This design comes from an exercise in tuning for small area, a short achievable clock period and few clock cycles per item on the open sky130 flow, not from production work. RTL that was checked went through simulation tests only; none was proved equivalent to the original. Power is estimated from default activity; no workload was simulated.

Setup of P:
## led_matrix_pwm_scanner
module led_matrix_pwm_scanner #(
  parameter int COLUMNS  = lmps_pkg::COLUMNS_DEF,
  parameter int CHANNELS = lmps_pkg::CHANNELS_DEF
) (
  input  logic                              clk,
  input  logic                              rst,
  input  logic                              s_tvalid,
  output logic                              s_tready,
  input  logic [lmps_pkg::IN_DATA_W-1:0]    s_tdata,
  input  logic [lmps_pkg::OP_W-1:0]         s_tuser,
  output logic                              m_tvalid,
  input  logic                              m_tready,
  output logic [lmps_pkg::OUT_DATA_W-1:0]   m_tdata
);
Size in the first run: about 1,700 cells after synthesis, ~780 flip-flops, roughly 64 I/O pins, about 0.029 mm^2 of cells after synthesis.
==> module lmps_seq, before the edit <==
module lmps_seq (
  input  logic [4:0] code,
  input  logic [3:0] t,
  input  logic       adv,
  output logic       on
);
  logic [4:0] diff;
  assign diff = {1'b0, code[3:0]} - {1'b0, t} - {4'b0000, adv};
  assign on   = code[4] ^ !diff[4];
endmodule
==> module led_matrix_pwm_scanner, before the edit <==
module led_matrix_pwm_scanner #(
  parameter int COLUMNS  = lmps_pkg::COLUMNS_DEF,
  parameter int CHANNELS = lmps_pkg::CHANNELS_DEF
) (
  input  logic                              clk,
  input  logic                              rst,
  input  logic                              s_tvalid,
  output logic                              s_tready,
  input  logic [lmps_pkg::IN_DATA_W-1:0]    s_tdata,
  input  logic [lmps_pkg::OP_W-1:0]         s_tuser,
  output logic                              m_tvalid,
  input  logic                              m_tready,
  output logic [lmps_pkg::OUT_DATA_W-1:0]   m_tdata
);
  localparam int PIXELS = lmps_pkg::PIXELS_DEF;
  localparam int PW     = 15;
  localparam int RW     = lmps_pkg::DRIVE_W + 2;
  logic              in_rdy;
  logic              cmd_v;
  logic [1:0]        cmd_op;
  logic [2:0]        cmd_col;
  logic [2:0]        cmd_row;
  logic [PW-1:0]     cmd_pix;
  logic [PW-1:0]     in_pix;
  logic [3:0]        tick_pos;
  logic [COLUMNS-1:0] col_oh;
  logic [PIXELS*PW-1:0] snap;
  logic [PIXELS-1:0] snap_vld;
  logic [RW-1:0]     out_d;
  logic              rdy_int;
  logic              sk_v;
  logic [1:0]        sk_act;
  logic              exec;
  logic              is_tick;
  logic              reload;
  logic              do_write;
  logic              do_clear;
  logic [PIXELS*PW-1:0] col_data;
  logic [PIXELS-1:0] col_vld;
  logic [CHANNELS-1:0] drive;
  logic [1:0]        action;
  logic              cmd_v_nx;
  logic              sk_v_nx;
  assign s_tready = in_rdy;
  assign m_tdata  = {7'b0000000, out_d};
  assign rdy_int  = !(cmd_v && sk_v);
  assign exec     = cmd_v && !sk_v;
  assign is_tick  = exec && (cmd_op == lmps_pkg::OP_TICK);
  assign reload   = is_tick && (tick_pos == lmps_pkg::TICK_LAST);
  assign do_write = exec && (cmd_op == lmps_pkg::OP_WRITE);
  assign do_clear = exec && (cmd_op == lmps_pkg::OP_CLEAR);
  lmps_enc u_enc_b (.s(s_tdata[21:14]), .code(in_pix[4:0]));
  lmps_enc u_enc_r (.s(s_tdata[13:6]),  .code(in_pix[9:5]));
  lmps_enc u_enc_g (.s(s_tdata[29:22]), .code(in_pix[14:10]));
  lmps_ram #(
    .COLUMNS (COLUMNS),
    .PIXELS  (PIXELS),
    .PW      (PW)
  ) u_frame (
    .clk    (clk),
    .rst    (rst),
    .we     (do_write),
    .wcol   (cmd_col),
    .wpix   (cmd_row),
    .wdata  (cmd_pix),
    .clr    (do_clear),
    .rsel   (col_oh),
    .rdata  (col_data),
    .rvalid (col_vld)
  );
  for (genvar k = 0; k < CHANNELS; k++) begin : g_drive
    logic [4:0] fc;
    logic       on;
    assign fc = col_data[5*k +: 5];
    lmps_seq u_cmp (
      .code (snap[5*k +: 5]),
      .t    (tick_pos),
      .adv  (is_tick),
      .on   (on)
    );
    assign drive[k] = reload ? (col_vld[k/3] && !fc[4] && (fc[3:0] != 4'd0))
                             : (snap_vld[k/3] && on);
  end
  assign action = !reload   ? lmps_pkg::ACT_NONE :
                  col_oh[COLUMNS-1] ? lmps_pkg::ACT_RESET : lmps_pkg::ACT_SHIFT;
  assign cmd_v_nx = rdy_int ? s_tvalid : (cmd_v && !exec);
  assign sk_v_nx  = (!m_tvalid || m_tready) ? 1'b0 : (sk_v || exec);
  always_ff @(posedge clk) begin
    if (rst) begin
      cmd_v  <= 1'b0;
      in_rdy <= 1'b1;
    end else begin
      cmd_v  <= cmd_v_nx;
      in_rdy <= !(cmd_v_nx && sk_v_nx);
    end
  end
  always_ff @(posedge clk) begin
    if (rdy_int) begin
      cmd_op  <= s_tuser;
      cmd_col <= s_tdata[2:0];
      cmd_row <= s_tdata[5:3];
      cmd_pix <= in_pix;
    end
  end
  always_ff @(posedge clk) begin
    if (rst) begin
      tick_pos <= '0;
      col_oh   <= COLUMNS'(1);
      snap_vld <= '0;
    end else if (is_tick) begin
      tick_pos <= reload ? 4'd1 : tick_pos + 4'd1;
      if (reload) begin
        col_oh   <= {col_oh[COLUMNS-2:0], col_oh[COLUMNS-1]};
        snap_vld <= col_vld;
      end
    end
  end
  always_ff @(posedge clk) begin
    if (reload) begin
      snap <= col_data;
    end
  end
  always_ff @(posedge clk) begin
    if (rst) begin
      m_tvalid <= 1'b0;
      sk_v     <= 1'b0;
    end else begin
      m_tvalid <= (m_tvalid && !m_tready) || sk_v || exec;
      sk_v     <= sk_v_nx;
    end
  end
  always_ff @(posedge clk) begin
    if (!m_tvalid || m_tready) begin
      out_d <= {sk_v ? sk_act : action, drive};
    end
    if (exec) begin
      sk_act <= action;
    end
  end
endmodule
Settings: LEC_CHECK=0, CAP_MARGIN=20, CORE_MARGIN=2, CORE_UTILIZATION=40, CTS_CLUSTER_DIAMETER=100, CTS_CLUSTER_SIZE=30, SETUP_SLACK_MARGIN=4.5, SLEW_MARGIN=20, TNS_END_PERCENT=0; clock period 7.0 ns.
run.sh (not shown) runs the stock make flow with config.mk's settings and CLKGATE_MAP_FILE= SYNTH_SCRIPT=/design/flow/synth_recipe.tcl, a recipe that flattens the netlist after the stock synthesis.
### P -> Q
--- a/flow/design.v
+++ b/flow/design.v
@@ -77,18 +77,26 @@
   assign code = hi ? {1'b1, s[3:0] + 4'd1} :
                 lo ? {1'b0, s[3:0]} : 5'd0;
 endmodule
 module lmps_seq (
   input  logic [4:0] code,
   input  logic [3:0] t,
-  input  logic       adv,
-  output logic       on
-);
-  logic [4:0] diff;
-  assign diff = {1'b0, code[3:0]} - {1'b0, t} - {4'b0000, adv};
-  assign on   = code[4] ^ !diff[4];
+  output logic       on_hold,
+  output logic       on_tick
+);
+  logic [3:0] w;
+  logic       lt;
+  logic       eq;
+  assign w  = code[3:0];
+  assign eq = (t == w);
+  assign lt = (!t[3] && w[3]) || ((t[3] == w[3]) &&
+              ((!t[2] && w[2]) || ((t[2] == w[2]) &&
+              ((!t[1] && w[1]) || ((t[1] == w[1]) &&
+              (!t[0] && w[0]))))));
+  assign on_tick = code[4] ^ lt;
+  assign on_hold = code[4] ^ (lt || eq);
 endmodule
 module led_matrix_pwm_scanner #(
   parameter int COLUMNS  = lmps_pkg::COLUMNS_DEF,
   parameter int CHANNELS = lmps_pkg::CHANNELS_DEF
 ) (
   input  logic                              clk,
@@ -156,22 +164,24 @@
     .rsel   (col_oh),
     .rdata  (col_data),
     .rvalid (col_vld)
   );
   for (genvar k = 0; k < CHANNELS; k++) begin : g_drive
     logic [4:0] fc;
-    logic       on;
+    logic       on_hold;
+    logic       on_tick;
     assign fc = col_data[5*k +: 5];
     lmps_seq u_cmp (
-      .code (snap[5*k +: 5]),
-      .t    (tick_pos),
-      .adv  (is_tick),
-      .on   (on)
+      .code    (snap[5*k +: 5]),
+      .t       (tick_pos),
+      .on_hold (on_hold),
+      .on_tick (on_tick)
     );
-    assign drive[k] = reload ? (col_vld[k/3] && !fc[4] && (fc[3:0] != 4'd0))
-                             : (snap_vld[k/3] && on);
+    assign drive[k] = reload  ? (col_vld[k/3] && !fc[4] && (fc[3:0] != 4'd0)) :
+                      is_tick ? (snap_vld[k/3] && on_tick)
+                              : (snap_vld[k/3] && on_hold);
   end
   assign action = !reload   ? lmps_pkg::ACT_NONE :
                   col_oh[COLUMNS-1] ? lmps_pkg::ACT_RESET : lmps_pkg::ACT_SHIFT;
   assign cmd_v_nx = rdy_int ? s_tvalid : (cmd_v && !exec);
   assign sk_v_nx  = (!m_tvalid || m_tready) ? 1'b0 : (sk_v || exec);
   always_ff @(posedge clk) begin
Notes after the runs:
P ended with every stage complete and zero timing, DRC or antenna violations.
Q finished every step from synthesis to the final layout, and the layout passed the timing, DRC and antenna checks.
| switching part of the total power | P vs Q | ≈ equal |
Compared Q against P; sequential power within noise.
Core utilization: Q higher than P
Summary of Q over P: final non-filler cell area saw an increase, length of routed wiring on met1 has increased.
Between P and Q, the flow reports number of global-route vias before repair increasing by a few percent.
Cmp Q and P / power / higher: P
P -> Q: routed wire length increased by a few percent
Final standard cell count with taps included and fillers excluded: Q vs P up 13
Q: met2 track demand over resource in global routing higher than P
Relative to P, count of instances resized after the clock tree is built has increased by about 2% in Q.
Q ended with more global-route usage than P.
Testbench counts of Q, summed over its fixed seeds: cycles 12,016, items 12,000.
For P, only the layout was checked, not whether the RTL still works.

re-timing with driven ports:
No port has a modelled driver above. Below, the same layouts with a new extraction and two added sets of constraints. Step 1: set_driving_cell puts a clkbuf_16 on clk and a buf_2 on each other input, an assumption about the parent block. Step 2 adds t to the input delays and takes it off the output delays; t is the mean of the earliest and latest rising clock arrival at the registers after step 1. Input paths then give back, and output paths get back, about the clock's delay inside the block. Slacks: ideal ports / drivers / drivers and shift; pairs: ideal ports / drivers.
run | t, ns | slack for setup (ns) | cell pins on the clock port's net
P | 0.690 | 4.242 / 4.179 / 3.806 | 1
Q | 0.696 | 4.389 / 4.329 / 3.740 | 1
After both steps setup and hold are still met in every run listed. The setup slack of Q, which loses most, moves by -0.060 ns with the drivers and by -0.649 ns with both steps.
